From an optimization exercise on the open Yosys and OpenROAD flow, aimed at small area, a short achievable clock period and few clock cycles per item; shortcuts taken in it are not production practice. RTL that was checked went through simulation tests only; none was proved equivalent to the original. The flow treats the clock pin as an ideal source. Dropping or thinning the clock tree relies on that and would not hold on a real chip.

## main
==> flow/design.v <==
package if_fetch_pkg;
    localparam int unsigned INST_ADDR_W = 32;
    localparam int unsigned INST_W      = 32;
    typedef logic [INST_ADDR_W-1:0] inst_addr_bus_t;
    typedef logic [INST_W-1:0]      inst_bus_t;
    localparam inst_addr_bus_t RESET_PC_DEFAULT = 32'h0000_0000;
endpackage
module if_fetch
#(
    parameter if_fetch_pkg::inst_addr_bus_t RESET_PC = if_fetch_pkg::RESET_PC_DEFAULT
) (
    input  logic           clk,
    input  logic           rst,
    input  logic           stall_in,
    input  logic           branch_flag_in,
    input  if_fetch_pkg::inst_addr_bus_t branch_target_in,
    input  logic           mem_busy_in,
    input  logic           get_inst_in,
    input  if_fetch_pkg::inst_addr_bus_t inst_pc_in,
    input  if_fetch_pkg::inst_bus_t      inst_in,
    output logic           if_req_out,
    output if_fetch_pkg::inst_addr_bus_t addr_if_out,
    output if_fetch_pkg::inst_addr_bus_t pc_out,
    output if_fetch_pkg::inst_bus_t      inst_out,
    output logic           inst_valid_out,
    output logic           if_stall_req_out
);
    localparam int unsigned BLK_W = 4;            
    localparam int unsigned LO    = 2 + BLK_W;    
    logic [31:LO]   blk_q;        
    logic [LO-1:2]  fetch_lo_q;   
    logic [LO-1:2]  pc_lo_q;      
    logic [31:0]    inst_q;       
    logic           valid_q;
    logic           discard_q;    
    logic           cross_q;      
    logic           req_q;
    logic           ours_busy_c;  
    logic           hold_c;       
    logic           take_c;       
    logic           cross_d;
    assign ours_busy_c = mem_busy_in && !get_inst_in && (inst_pc_in[1:0] == 2'b00);
    assign hold_c      = valid_q && stall_in;
    assign take_c      = get_inst_in && !discard_q && !hold_c;
    assign cross_d     = !branch_flag_in &&
                         (cross_q ? stall_in : (take_c && (&fetch_lo_q)));
    always_ff @(posedge clk or posedge rst) begin
        if (rst) begin
            blk_q      <= RESET_PC[31:LO];
            fetch_lo_q <= RESET_PC[LO-1:2];
            valid_q    <= 1'b0;
            discard_q  <= 1'b0;
            cross_q    <= 1'b0;
            req_q      <= 1'b0;
        end else begin
            cross_q   <= cross_d;
            req_q     <= !cross_d;
            valid_q   <= !branch_flag_in && (hold_c || (get_inst_in && !discard_q));
            discard_q <= branch_flag_in ? ours_busy_c : (discard_q && !get_inst_in);
            if (branch_flag_in) begin
                blk_q      <= branch_target_in[31:LO];
                fetch_lo_q <= branch_target_in[LO-1:2];
            end else begin
                if (cross_q && !stall_in) blk_q <= blk_q + 1'b1;
                if (take_c) fetch_lo_q <= fetch_lo_q + 1'b1;
            end
        end
    end
    always_ff @(posedge clk) begin
        if (!hold_c) begin
            pc_lo_q <= fetch_lo_q;
            inst_q  <= inst_in;
        end
    end
    assign if_req_out       = req_q;
    assign if_stall_req_out = req_q;
    assign addr_if_out      = {blk_q, fetch_lo_q, 2'b00};
    assign pc_out           = {blk_q, pc_lo_q, 2'b00};
    assign inst_out         = inst_q;
    assign inst_valid_out   = valid_q;
endmodule
==> flow/config.mk <==
export PLATFORM = sky130hd
export DESIGN_NAME = if_fetch
export DESIGN_NICKNAME = if_fetch
export VERILOG_FILES = /design/flow/design.v
export SDC_FILE = /design/flow/constraint.sdc
export NUM_CORES = 4
export LEC_CHECK = 0
export CAP_MARGIN = 20
export CORE_MARGIN = 2
export CORE_UTILIZATION = 40
export SETUP_SLACK_MARGIN = 4.6
export SLEW_MARGIN = 20
==> flow/constraint.sdc <==
create_clock -name core_clock -period 7.0 [get_ports {clk}]
set_input_delay 1.4000 -clock core_clock [delete_from_list [all_inputs] [get_ports {clk}]]
set_output_delay 1.4000 -clock core_clock [all_outputs]
set_load 0.01 [all_outputs]
standard.sh (not shown) runs the stock make flow with config.mk's settings and CLKGATE_MAP_FILE= SYNTH_SCRIPT=/design/flow/synth_recipe.tcl, a recipe that flattens the netlist after the stock synthesis.
==> flow/flow/run.sh <==
#!/bin/bash
set -euo pipefail
bash standard.sh \
  BUFFER_PORTS_ARGS="-buffer_cell sky130_fd_sc_hd__buf_1" \
  MCTS_GROUPS=4 MCTS_CELL=sky130_fd_sc_hd__clkbuf_16 \
  PRE_CTS_TCL="$PWD/flow/manual_cts.tcl" \
  finish > standard_flow.log 2>&1
Other scripts of this flow, unchanged in this note and not shown: flow/flow/manual_cts.tcl
Testbench counts of main, summed over its fixed seeds: cycles 204,444, insts 34,194.
The following lists how the feature branch was set up differently from main:
diff --git a/flow/design.v b/flow/design.v
--- a/flow/design.v
+++ b/flow/design.v
@@ -36,8 +36,10 @@
     logic           cross_q;      
     logic           req_q;
+    logic           init_c;       
     logic           ours_busy_c;  
     logic           hold_c;       
     logic           take_c;       
     logic           cross_d;
+    assign init_c      = !req_q && !cross_q;
     assign ours_busy_c = mem_busy_in && !get_inst_in && (inst_pc_in[1:0] == 2'b00);
     assign hold_c      = valid_q && stall_in;
@@ -47,6 +49,4 @@
     always_ff @(posedge clk or posedge rst) begin
         if (rst) begin
-            blk_q      <= RESET_PC[31:LO];
-            fetch_lo_q <= RESET_PC[LO-1:2];
             valid_q    <= 1'b0;
             discard_q  <= 1'b0;
@@ -54,15 +54,20 @@
             req_q      <= 1'b0;
         end else begin
-            cross_q   <= cross_d;
-            req_q     <= !cross_d;
-            valid_q   <= !branch_flag_in && (hold_c || (get_inst_in && !discard_q));
-            discard_q <= branch_flag_in ? ours_busy_c : (discard_q && !get_inst_in);
-            if (branch_flag_in) begin
-                blk_q      <= branch_target_in[31:LO];
-                fetch_lo_q <= branch_target_in[LO-1:2];
-            end else begin
-                if (cross_q && !stall_in) blk_q <= blk_q + 1'b1;
-                if (take_c) fetch_lo_q <= fetch_lo_q + 1'b1;
-            end
+            cross_q    <= cross_d;
+            req_q      <= !cross_d;
+            valid_q    <= !branch_flag_in && (hold_c || (get_inst_in && !discard_q));
+            discard_q  <= branch_flag_in ? ours_busy_c : (discard_q && !get_inst_in);
+        end
+    end
+    always_ff @(posedge clk) begin
+        if (branch_flag_in) begin
+            blk_q      <= branch_target_in[31:LO];
+            fetch_lo_q <= branch_target_in[LO-1:2];
+        end else if (init_c) begin
+            blk_q      <= RESET_PC[31:LO];
+            fetch_lo_q <= RESET_PC[LO-1:2];
+        end else begin
+            if (cross_q && !stall_in) blk_q <= blk_q + 1'b1;
+            if (take_c) fetch_lo_q <= fetch_lo_q + 1'b1;
         end
     end
[summary]
The feature branch did not stop at any stage, and its layout met the timing, design-rule and antenna checks. Diff main -> the feature branch: setup slack after placement decreased 0.23 ns, register-to-register slack decreased 0.11 ns, area taken by multi-input logic gates rose 84 sq um, measured slew at the worst slew-check pin picked up an extra 0.099 ns, via count up 145. Comparing main and the feature branch, the higher all-layer global routing usage is on the feature branch. main has lower number of enable-type register cells in the synthesized netlist than the feature branch.
Only the layout flow was run in the feature branch; the RTL was not checked for function there. No run of this note takes its clock network from TritonCTS; it comes from the design's own scripts or RTL.

[separate check: timing with driven ports]
In the flow no input, the clock included, has a driving cell. The finished layouts below were timed again as built, in two steps.
Step 1: set_driving_cell puts a clkbuf_16 on clk and a buf_2 on each other input, an assumption about the parent block.
Step 2 times the ports against the registers' clock, not the clock port: input delays grow and output delays shrink by t, the midpoint of the rising clock arrivals with the driver on.
Three values: ideal ports, drivers, drivers and shift; two values: the first two.
run | t, ns | slack for setup (ns) | clock arrival spread, ns
main | 0.219 | 4.420 / 4.453 / 4.234 | 0.016 / 0.016
the feature branch | 0.223 | 4.670 / 4.615 / 4.407 | 0.023 / 0.023
After both steps every run listed still meets setup and hold. For the feature branch, which loses most, drivers alone change the setup slack by -0.055 ns; drivers and shift together by -0.263 ns.
